This is an optimization exercise on Yosys and OpenROAD, whose aim is small area and a short achievable clock period, not a production implementation.
At most, simulation tests tie the RTL to the original design; equivalence was not proved.
Power figures rest on the tool's default switching activity, not on a simulated workload.

## 09-16
// cpu_trace_buffer
module cpu_trace_buffer
#(
    parameter int DEPTH       = 16,
    parameter int MAX_RECORDS = 560
) (
    input  logic        clk,
    input  logic        rst,
    input  logic        trace_en,
    input  logic [31:0] pc,
    input  logic [31:0] inst,
    input  logic        rf_wena,
    input  logic [4:0]  rf_waddr,
    input  logic [31:0] rf_wdata,
    output logic        out_valid,
    input  logic        out_ready,
    output logic [31:0] out_data,
    output logic        out_last,
    output logic        full,
    output logic        empty,
    output logic        overflow,
    output logic [15:0] drop_count,
    output logic [31:0] rec_count,
    output logic        done
);
    localparam int RW = $clog2(MAX_RECORDS + 1);
    logic               w0, w1, w2, nw3;
    logic               hsel, nhold;
    logic               nvalid, nempty, nfull, ndone;
    logic [DEPTH-1:0]   wsel;        
    logic [DEPTH-1:0]   rsel;        
    logic [DEPTH-1:0]   we;
    logic [4:0]         occ;         
    logic [RW-1:0]      rec;
    logic [TRACE_W-1:0] entry_in;
    logic [TRACE_W-1:0] head;
    logic [69:0]        ent;         
    logic               adv, pop, push, drop, accept;
    assign entry_in = {pc, inst, rf_wena, rf_waddr, rf_wdata};
    assign adv    = nvalid || (!nw3 && out_ready);
    assign pop    = nempty && adv;
    assign accept = trace_en && ndone;
    assign push   = accept && (nfull || pop);
  ...
Size in the first run: ~3,400 cells after synthesis, roughly 1,800 flip-flops, about 190 I/O pins, ~0.065 mm² of cells after synthesis.
Settings: LEC_CHECK=0, CAP_MARGIN=20, CORE_MARGIN=2, CORE_UTILIZATION=45, CTS_CLUSTER_DIAMETER=70, CTS_CLUSTER_SIZE=24, PLACE_DENSITY=0.6, SETUP_SLACK_MARGIN=3.0, SLEW_MARGIN=20; clock period 5.5 ns.
run.sh (not shown) runs the stock make flow with config.mk's settings and CLKGATE_MAP_FILE= SYNTH_SCRIPT=/design/flow/synth_recipe.tcl, a recipe that flattens the netlist after the stock synthesis.
Changes in 01-11 relative to 09-16:
Settings: CTS_CLUSTER_SIZE: 24 -> 30; CTS_CLUSTER_DIAMETER: 70 -> 80.
Notes after the runs:
[01-11 vs 09-16] worst hold slack: lower in 01-11
Taking 09-16 as the reference, in 01-11 setup slack of the worst register-to-register path held steady, cell area after layout shrank by about 1.4%, post-synthesis register bit count held steady, met2 demand-to-capacity share in global routing shrank by 0.81 points, final-layout non-clock buffer area share held steady.
Wire length in 01-11 vs 09-16: down about 2.3%
Re final standard cell utilization of the core: 01-11 and 09-16 aren't equal, and the higher value belongs to 09-16.
No functional check of the RTL was part of any run of this note.

Another version of the RTL of cpu_trace_buffer (not shown whole).
Size in the first run: about 3300 cells after synthesis, roughly 1800 flip-flops, roughly 190 I/O pins, ~65000 um2 of cells after synthesis.
==> flow/config.mk <==
export PLATFORM = sky130hd
export DESIGN_NAME = cpu_trace_buffer
export DESIGN_NICKNAME = cpu_trace_buffer
export VERILOG_FILES = /design/flow/design.v
export SDC_FILE = /design/flow/constraint.sdc
export NUM_CORES = 4
export LEC_CHECK = 0
export CAP_MARGIN = 20
export CORE_MARGIN = 2
export CORE_UTILIZATION = 45
export PLACE_DENSITY = 0.6
export SETUP_SLACK_MARGIN = 3.0
export SLEW_MARGIN = 20
==> flow/constraint.sdc <==
create_clock -name core_clock -period 5.5 [get_ports {clk}]
set_input_delay 1.1000 -clock core_clock [delete_from_list [all_inputs] [get_ports {clk}]]
set_output_delay 1.1000 -clock core_clock [all_outputs]
set_load 0.01 [all_outputs]
The starting point produced a clean layout.
Next try:
CTS_CLUSTER_DIAMETER = 80   (was unset)
CTS_CLUSTER_SIZE = 30   (was unset)
Result: The changed run passed the timing, design-rule and antenna checks. Setup slack is better by 0.070 ns. Synthesized cell count is unchanged. Final cell count drops by about 3.2%. Clock power drops by about 34%. Cell area drops by about 3.3%. Routed wire length hardly moves. Power drops by about 14%. Non-clock buffer count climbs by 13. Fmax climbs by 2.8%. Via count drops by about 2.2%.
No run of this note included a check of the RTL's function; only the layout flow was run.

cpu_trace_buffer, a different RTL version from the one above (not shown whole).
Size: ~3500 cells after synthesis, ~0.067 mm^2 of cells after synthesis.
Settings: LEC_CHECK=0, CAP_MARGIN=20, CORE_MARGIN=2, CORE_UTILIZATION=45, CTS_CLUSTER_DIAMETER=80, CTS_CLUSTER_SIZE=30, PLACE_DENSITY=0.6, SETUP_SLACK_MARGIN=3.0, SLEW_MARGIN=20; clock period 5.5 ns.
The baseline passed the timing, design-rule and antenna checks.
Then changed:
==> flow/flow/run.sh (new file) <==
#!/bin/bash
# Own layout flow: the standard flow (standard.sh, unchanged synthesis),
# with the port buffers made as buf_2 cells instead of the default delay
# buffer. The full make output goes to make.log in this folder; ORFS keeps
# each step's own log under orfs/logs/.
set -euo pipefail
export BUFFER_PORTS_ARGS="-buffer_cell sky130_fd_sc_hd__buf_2"
bash standard.sh finish > make.log 2>&1
==> flow/standard.sh (new file) <==
#!/bin/bash
# synth_recipe.tcl (not shown) runs the flow's synth.tcl, then flattens the netlist and writes it again
# the make line also repeats each setting of config.mk as NAME=value (left out here)
make -C /OpenROAD-flow-scripts/flow DESIGN_CONFIG=/design/flow/config.mk WORK_HOME=/design/flow/orfs CLKGATE_MAP_FILE= SYNTH_SCRIPT=/design/flow/synth_recipe.tcl "${@:-finish}"
removed: flow/run.sh
Result:
- The new run ran to the end with no violations
- sequential power hardly moves
- combinational power falls by roughly a tenth
- final area drops by a few percent
- hold slack got worse by 0.0085 ns
Then changed:
Settings changed: SETUP_SLACK_MARGIN 3.0 to 3.25.
- cell count is higher by 1.8%
- via count is higher by 3.1%
- total power is higher by 0.51%
- wire length is higher by 7.3%
- utilization is higher by 1.2 points
- register-to-register slack improved by 0.20 ns
- worst hold slack is about the same
- combinational power is higher by 11%
Then changed:
Settings changed: SETUP_SLACK_MARGIN 3.25 to 3.2, TNS_END_PERCENT set to 10.
=>
- die area stays the same
- global-route usage went down by 1.2 points
- utilization went down by 1.2 points
- sequential share of layout area went up by 1.7 points
- design area went down by a few percent
- count of clock-buffer cells in the layout stays the same
- critical path depth went up by 3
- first-iteration DRC count went down by about a fifth
- sequential power is about the same
- cell count went down slightly

The RTL this note starts from:
==> flow/design.v <==
package trace_pkg;
    localparam int TRACE_W   = 102;
    localparam int WDATA_LSB = 0;
    localparam int WADDR_LSB = 32;
    localparam int WENA_BIT  = 37;
    localparam int INST_LSB  = 38;
    localparam int PC_LSB    = 70;
endpackage
import trace_pkg::*;
module trace_fifo
#(
    parameter int WIDTH = TRACE_W,
    parameter int DEPTH = 16
) (
    input  logic              clk,
    input  logic [DEPTH-1:0]  we,
    input  logic [WIDTH-1:0]  wdata,
    input  logic [DEPTH-1:0]  rsel_lo,
    input  logic [DEPTH-1:0]  rsel_hi,
    output logic [WIDTH-1:0]  rdata
);
    logic [WIDTH-1:0] mem [DEPTH];
    always_ff @(posedge clk) begin
        for (int i = 0; i < DEPTH; i++) begin
            if (we[i]) begin
                mem[i] <= wdata;
            end
        end
    end
    localparam int LO_W = WIDTH / 2;
    always_comb begin
        rdata = '0;
        for (int i = 0; i < DEPTH; i++) begin
            rdata[LO_W-1:0]     = rdata[LO_W-1:0] | (mem[i][LO_W-1:0] & {LO_W{rsel_lo[i]}});
            rdata[WIDTH-1:LO_W] = rdata[WIDTH-1:LO_W] |
                                  (mem[i][WIDTH-1:LO_W] & {(WIDTH-LO_W){rsel_hi[i]}});
        end
    end
endmodule
import trace_pkg::*;
module cpu_trace_buffer
#(
    parameter int DEPTH       = 16,
    parameter int MAX_RECORDS = 560
) (
    input  logic        clk,
    input  logic        rst,
    input  logic        trace_en,
    input  logic [31:0] pc,
    input  logic [31:0] inst,
    input  logic        rf_wena,
    input  logic [4:0]  rf_waddr,
    input  logic [31:0] rf_wdata,
    output logic        out_valid,
    input  logic        out_ready,
    output logic [31:0] out_data,
    output logic        out_last,
    output logic        full,
    output logic        empty,
    output logic        overflow,
    output logic [15:0] drop_count,
    output logic [31:0] rec_count,
    output logic        done
);
    localparam int RW = 10;              
    logic               w0, w1, w2, nw3;
    logic               nvalid, nempty, nfull, ndone;
    logic [DEPTH-1:0]   wsel;        
    logic [DEPTH-1:0]   rsel;        
    logic [DEPTH-1:0]   rsel2;       
    logic [DEPTH-1:0]   we;
    logic [4:0]         occ;         
    logic [RW-1:0]      rec;
    logic [TRACE_W-1:0] entry_in;
    logic [TRACE_W-1:0] head;
    logic [TRACE_W-1:0] ent;         
    logic               adv, pop, push, drop, accept;
    logic [4:0]         occ_inc, occ_dec;
    assign entry_in = {pc, inst, rf_wena, rf_waddr, rf_wdata};
    assign occ_inc  = occ + 5'd1;
    assign occ_dec  = occ - 5'd1;
    assign adv    = nvalid || (!nw3 && out_ready);
    assign pop    = nempty && adv;
    assign accept = trace_en && ndone;
    assign push   = accept && (nfull || pop);
    assign drop   = accept && !nfull && !pop;
    assign we = wsel & {DEPTH{nfull || (!nw3 && out_ready)}};
    trace_fifo #(
        .WIDTH (TRACE_W),
        .DEPTH (DEPTH)
    ) u_fifo (
        .clk     (clk),
        .we      (we),
        .wdata   (entry_in),
        .rsel_lo (rsel),
        .rsel_hi (rsel2),
        .rdata   (head)
    );
    always_ff @(posedge clk or posedge rst) begin
        if (rst) begin
            wsel   <= DEPTH'(1);
            rsel   <= DEPTH'(1);
            rsel2  <= DEPTH'(1);
            occ    <= '0;
            full   <= 1'b0;
            nfull  <= 1'b1;
            empty  <= 1'b1;
            nempty <= 1'b0;
        end else begin
            if (push) wsel <= {wsel[DEPTH-2:0], wsel[DEPTH-1]};
            if (pop) begin
                rsel  <= {rsel[DEPTH-2:0], rsel[DEPTH-1]};
                rsel2 <= {rsel2[DEPTH-2:0], rsel2[DEPTH-1]};
            end
            if (push && !pop) begin
                occ    <= occ_inc;
                empty  <= 1'b0;
                nempty <= 1'b1;
                full   <= (occ == 5'(DEPTH - 1));
                nfull  <= (occ != 5'(DEPTH - 1));
            end else if (pop && !push) begin
                occ    <= occ_dec;
                full   <= 1'b0;
                nfull  <= 1'b1;
                empty  <= (occ == 5'd1);
                nempty <= (occ != 5'd1);
            end
        end
    end
    always_ff @(posedge clk or posedge rst) begin
        if (rst) begin
            rec        <= '0;
            done       <= 1'b0;
            ndone      <= 1'b1;
            overflow   <= 1'b0;
            drop_count <= '0;
        end else begin
            if (push) begin
                rec   <= rec + 1'b1;
                done  <= (rec == RW'(MAX_RECORDS - 1));
                ndone <= (rec != RW'(MAX_RECORDS - 1));
            end
            if (drop) begin
                overflow <= 1'b1;
                if (drop_count != 16'hFFFF) begin
                    drop_count <= drop_count + 16'd1;
                end
            end
        end
    end
    assign rec_count = 32'(rec);
    always_ff @(posedge clk or posedge rst) begin
        if (rst) begin
            out_valid <= 1'b0;
            nvalid    <= 1'b1;
            out_last  <= 1'b0;
            w0    <= 1'b0;
            w1    <= 1'b0;
            w2    <= 1'b0;
            nw3   <= 1'b1;
        end else begin
            if (adv) begin
                out_valid <= nempty;
                nvalid    <= !nempty;
                out_last  <= 1'b0;
                w0    <= nempty;
                nw3   <= 1'b1;
            end else if (out_ready) begin
                out_last <= w2;
                w0    <= 1'b0;
                w1    <= w0;
                w2    <= w1;
                nw3   <= !w2;
            end
        end
    end
    always_ff @(posedge clk) begin
        if (adv) begin
            ent <= head;
        end
    end
    logic s_head, s_pc, s_inst, s_rf, s_wdata;
    assign s_head  = adv;
    assign s_pc    = w0 && !out_ready;
    assign s_inst  = out_ready ? w0 : w1;
    assign s_rf    = out_ready ? w1 : w2;
    assign s_wdata = out_ready ? w2 : !nw3;
    always_ff @(posedge clk) begin
        out_data <= ({32{s_head}}  & head[PC_LSB +: 32])
                  | ({32{s_pc}}    & ent[PC_LSB +: 32])
                  | ({32{s_inst}}  & ent[INST_LSB +: 32])
                  | ({32{s_rf}}    & {ent[WENA_BIT], 26'b0, ent[WADDR_LSB +: 5]})
                  | ({32{s_wdata}} & ent[WDATA_LSB +: 32]);
    end
endmodule
Settings: LEC_CHECK=0, CAP_MARGIN=20, CORE_MARGIN=2, CORE_UTILIZATION=55, CTS_CLUSTER_DIAMETER=80, CTS_CLUSTER_SIZE=30, PLACE_DENSITY=0.7, SETUP_SLACK_MARGIN=3.0, SLEW_MARGIN=20; clock period 5.5 ns.
standard.sh (not shown) runs the stock make flow with config.mk's settings and CLKGATE_MAP_FILE= SYNTH_SCRIPT=/design/flow/synth_recipe.tcl, a recipe that flattens the netlist after the stock synthesis.
==> flow/flow/run.sh <==
#!/bin/bash
# Own layout flow: the standard flow (standard.sh, unchanged synthesis),
# with the port buffers made as buf_2 cells instead of the default delay
# buffer. The full make output goes to make.log in this folder; ORFS keeps
# each step's own log under orfs/logs/.
set -euo pipefail
export BUFFER_PORTS_ARGS="-buffer_cell sky130_fd_sc_hd__buf_2"
bash standard.sh finish > make.log 2>&1
The baseline completed with no timing, DRC or antenna violations.
==> next run, changes <==
Settings changed: CORE_UTILIZATION 55 to 45, PLACE_DENSITY 0.7 to 0.6, SETUP_SLACK_MARGIN 3.0 to 3.1, TNS_END_PERCENT from default to 10.
Non-clock buffer count decreases by 12.
Sequential share of layout area falls by 1.0 points.
Cell area came out higher by 1.4%.
Setup slack gets worse by 0.079 ns.
Wire length went up by 5.4%.
==> next run, changes <==
Settings changed: GPL_ROUTABILITY_DRIVEN from default to 0, SETUP_SLACK_MARGIN 3.1 to 3.0, TNS_END_PERCENT 10 to default.
=> Area after synthesis does not change. Worst setup slack improved by 0.060 ns. Wire length rises by 0.46%. Sequential share of layout area hardly moves. Final cell count barely changes. Non-clock buffer count rises by 2. First-iteration DRC count falls by 0.52%. Critical path depth falls by 5. Via count is about the same.

==> what the ideal ports hide <==
The flow's constraints put no driver on any port. The routed layouts listed below were extracted and timed again, unchanged, in two steps.
Step 1: set_driving_cell puts a clkbuf_16 on clk and a buf_2 on each other input, an assumption about the parent block.
Step 2 also shifts input and output timing later by t, the mid clock arrival at the registers, as if the neighbouring blocks saw the same clock.
a / b / c = ideal ports / drivers / drivers and shift; a / b = the first two.
| run | shift t [ns] | setup slack, ns | hold slack, ns | clock arrival spread, ns | cell pins on the clock port's net |
|---|---|---|---|---|---|
| 09-16 | 0.812 | 2.967 / 2.893 / 2.176 | 0.497 / 0.497 / 0.497 | 0.040 / 0.041 | 1 |
| 01-11 | 0.765 | 2.958 / 2.913 / 2.213 | 0.492 / 0.492 / 0.492 | 0.058 / 0.058 | 1 |
| the first run of note 2 | 0.891 | 2.943 / 2.850 / 2.253 | 0.496 / 0.496 / 0.496 | 0.065 / 0.065 | 1 |
| the second run of note 2 | 0.796 | 3.013 / 2.937 / 2.330 | 0.518 / 0.518 / 0.518 | 0.050 / 0.050 | 1 |
| the first run of note 3 | 0.800 | 2.969 / 2.943 / 2.223 | 0.476 / 0.476 / 0.476 | 0.067 / 0.068 | 1 |
| the second run of note 3 | 0.803 | 2.986 / 2.902 / 2.271 | 0.467 / 0.460 / 0.467 | 0.052 / 0.052 | 1 |
| the third run of note 3 | 0.804 | 2.987 / 2.901 / 2.394 | 0.468 / 0.456 / 0.468 | 0.055 / 0.055 | 1 |
| the fourth run of note 3 | 0.796 | 2.951 / 2.883 / 2.197 | 0.475 / 0.453 / 0.475 | 0.054 / 0.054 | 1 |
| the first run of note 4 | 0.762 | 3.004 / 2.940 / 2.260 | 0.460 / 0.443 / 0.460 | 0.058 / 0.058 | 1 |
| the second run of note 4 | 0.798 | 2.925 / 2.878 / 2.157 | 0.472 / 0.452 / 0.472 | 0.052 / 0.052 | 1 |
| the third run of note 4 | 0.803 | 2.986 / 2.902 / 2.271 | 0.467 / 0.460 / 0.467 | 0.052 / 0.052 | 1 |
After both steps every run listed still meets setup and hold. For 09-16, which loses most, drivers alone change the setup slack by -0.074 ns; drivers and shift together by -0.791 ns.
